Context: an optimization exercise on an open-source flow, tuned for small area, a short achievable clock period and few clock cycles per item. The choices shown serve that exercise and are no tape-out recipe.
In this exercise RTL edits were held to simulation tests only and were not proved equivalent to the original.
No activity file was given, so power comes from the tool's default toggle rates.

== run 1 ==
// mains_rms_and_frequency_monitor
module mains_rms_and_frequency_monitor #(
    parameter int WINDOW_BITS = 10
) (
    input  logic                aclk,
    input  logic                aresetn,
    input  logic                s_valid,
    output logic                s_ready,
    input  logic [SAMPLE_W-1:0] s_sample_mv,
    input  logic                s_sample_valid,
    output logic                m_valid,
    input  logic                m_ready,
    output logic [THR_W-1:0]    m_rms_volts_q8,
    output logic                m_blackout,
    output logic                m_surge,
    output logic [FREQ_W-1:0]   m_frequency_centihz,
    input  logic                psel,
    input  logic                penable,
    input  logic                pwrite,
    input  logic [APB_AW-1:0]   paddr,
    input  logic [APB_DW-1:0]   pwdata,
    output logic [APB_DW-1:0]   prdata,
    output logic                pready
);
export LEC_CHECK = 0
export ABC_AREA = 1
export CAP_MARGIN = 20
export CORE_MARGIN = 2
export CORE_UTILIZATION = 40
export SLEW_MARGIN = 20
create_clock -name core_clock -period 10.0 [get_ports {aclk}]
standard.sh (not shown) runs the stock make flow with config.mk's settings and CLKGATE_MAP_FILE= SYNTH_SCRIPT=/design/flow/synth_recipe.tcl, a recipe that flattens the netlist after the stock synthesis.
==> flow/flow/run.sh <==
#!/bin/bash
# Standard layout; repair_timing aims for a tighter setup margin and the
# ports get buf_2 buffers. Tool output goes to standard.log.
set -euo pipefail
export SETUP_SLACK_MARGIN=7.0
export BUFFER_PORTS_ARGS="-buffer_cell sky130_fd_sc_hd__buf_2"
bash standard.sh > standard.log 2>&1
Run 1 ran to completion and came out clean on the timing, DRC and antenna checks.
Testbench counts of run 1, summed over its fixed seeds: cycles 20,452, items 19,252.
Relative to run 1, the following input files were edited for run 2:
Settings: clearing ABC_AREA, which used to be 1.
--- a/flow/flow/run.sh
+++ b/flow/flow/run.sh
@@ -3,5 +3,5 @@
 # ports get buf_2 buffers. Tool output goes to standard.log.
 set -euo pipefail
-export SETUP_SLACK_MARGIN=7.0
+export SETUP_SLACK_MARGIN=6.5
 export BUFFER_PORTS_ARGS="-buffer_cell sky130_fd_sc_hd__buf_2"
 bash standard.sh > standard.log 2>&1
Notes after the runs:
- Run 2 completed; timing, DRC and antenna clean
- Looking at layout overhead on the synthesized area across run 2 and run 1, the one that comes out lower is run 2.
- The lower area after synthesis of run 2 and run 1 is in run 2.
- Compared to run 1, run 2 has clock network area share 0.17 points higher.
- Changes observed in run 2 relative to run 1: utilization has decreased; sequential power comparable; total non-filler cell area in the finished layout went down; non-clock buffer count decreased 78; routability-driven placement congestion ratio barely changed.
#### Input delta (run 3 over run 2)
--- a/flow/flow/run.sh
+++ b/flow/flow/run.sh
@@ -3,5 +3,5 @@
 # ports get buf_2 buffers. Tool output goes to standard.log.
 set -euo pipefail
-export SETUP_SLACK_MARGIN=6.5
+export SETUP_SLACK_MARGIN=6.8
 export BUFFER_PORTS_ARGS="-buffer_cell sky130_fd_sc_hd__buf_2"
 bash standard.sh > standard.log 2>&1
Notes after the runs:
Summary: worst hold slack, run 3 better than run 2
Total power: run 3 above run 2
Delta (run 3 minus run 2): clock latency reported for the late side of the worst-skew pair held, number of gates resized after cts went up.
Of the two values seen for critical path endpoint, m_blackout was produced by run 3 and m_rms_volts_q8[19] by run 2.
From run 2 to run 3 the numbers moved as follows: cell area after layout rose by 4.1%, initial antenna violation count rose by 4.
Run 2 ended up with sky130_fd_sc_hd__dfxtp_1 as its highest-delay cell along the critical path; run 3 ended up with sky130_fd_sc_hd__edfxtp_1.
For run 4, these inputs were changed with respect to run 3:
Settings: putting ABC_AREA at 1 where nothing was set; swapping 40 for 65 in CORE_UTILIZATION.
==> flow/flow/run.sh <==
#!/bin/bash
# Standard layout; repair_timing aims for a tighter setup margin, the ports
# get buf_2 buffers and the clock tree gets no dummy loads. Tool output goes to standard.log.
set -euo pipefail
export SETUP_SLACK_MARGIN=6.8
export BUFFER_PORTS_ARGS="-buffer_cell sky130_fd_sc_hd__buf_2"
export CTS_ARGS="-sink_clustering_enable -repair_clock_nets -dont_use_dummy_load"
bash standard.sh > standard.log 2>&1
## What came out
- Run 4 finished end to end and its layout was clean on timing, DRC and antenna.
- Per the comparison of run 4 with run 3, cell count after synthesis picked up an extra 542, share of power burned in combinational logic lost 0.4 points, portion of total power attributed to the clock network lost 5.8 points.
- Compare run 4 and run 3 | period utilization lower: run 4
- The final core utilization number comes out lower for run 3 vs run 4.
- Run 4 against run 3; non-clock buffer count is down by more than 10%.
- Number of fill cells in the layout, run 4 vs run 3: down by more than a quarter
- Summary of run 4 over run 3: first-iteration DRC count now larger, net switching power went down about 13%.
- Wire length reported by the detailed router: run 4 vs run 3 down 4.8%
- Relative to run 3, the design area measured on run 4 has decreased by a few percent.
Changes in run 5 relative to run 4:
Settings: a deleted ABC_AREA that had been 1; a change of CORE_UTILIZATION from 65 to 40.
==> comparison <==
Run comparison: run 5 startpoint of the worst setup timing path root[18]; run 4 startpoint of the worst setup timing path root[22]
Run 4 was smaller in final cell area than run 5.
Summary of run 5 over run 4: worst setup slack decreased by 0.12 ns relative to the old numbers, worst hold slack across all endpoints stayed essentially flat, clock-buffer cell count grew by 5.9%, count of placed standard cells in the final layout, fillers left out went down 193, synthesized instance count went down by 14%.
Run 5 against run 4; post-synthesis instance area is down slightly.
Clock slew seen by the registers of the worst setup and hold paths of run 5 is on par with run 4.
Compared with run 4, in run 5 non-clock buffer contribution to total cell area went up, relative area change from synthesis to final layout climbed 4.1 points, non-clock inverter instance count of the final layout now sits lower.

==> what the ideal ports hide <==
Ports are ideal in the flow. The routed layouts listed here were re-timed in OpenROAD. Step 1, drivers: a clkbuf_16 drives aclk and a buf_2 each remaining input, both assumed. Step 2, shift: input delay + t, output delay - t, t = (earliest + latest rising clock arrival at the registers) / 2. This alone moves slack from input paths to output paths. Slacks: ideal ports / drivers / drivers and shift; pairs: ideal ports / drivers.
| run | t (ns) | setup WS [ns] | cell pins on the clock port's net |
|---|---|---|---|
| run 1 | 0.680 | 6.788 / 6.729 / 6.270 | 1 |
| run 2 | 0.680 | 6.576 / 6.512 / 5.870 | 1 |
| run 3 | 0.679 | 6.675 / 6.607 / 6.280 | 1 |
| run 4 | 0.648 | 6.814 / 6.752 / 6.214 | 1 |
| run 5 | 0.655 | 6.698 / 6.634 / 6.258 | 1 |
After both steps every run listed still meets setup and hold. The setup slack of run 2, which loses most, moves by -0.064 ns with the drivers and by -0.706 ns with both steps.
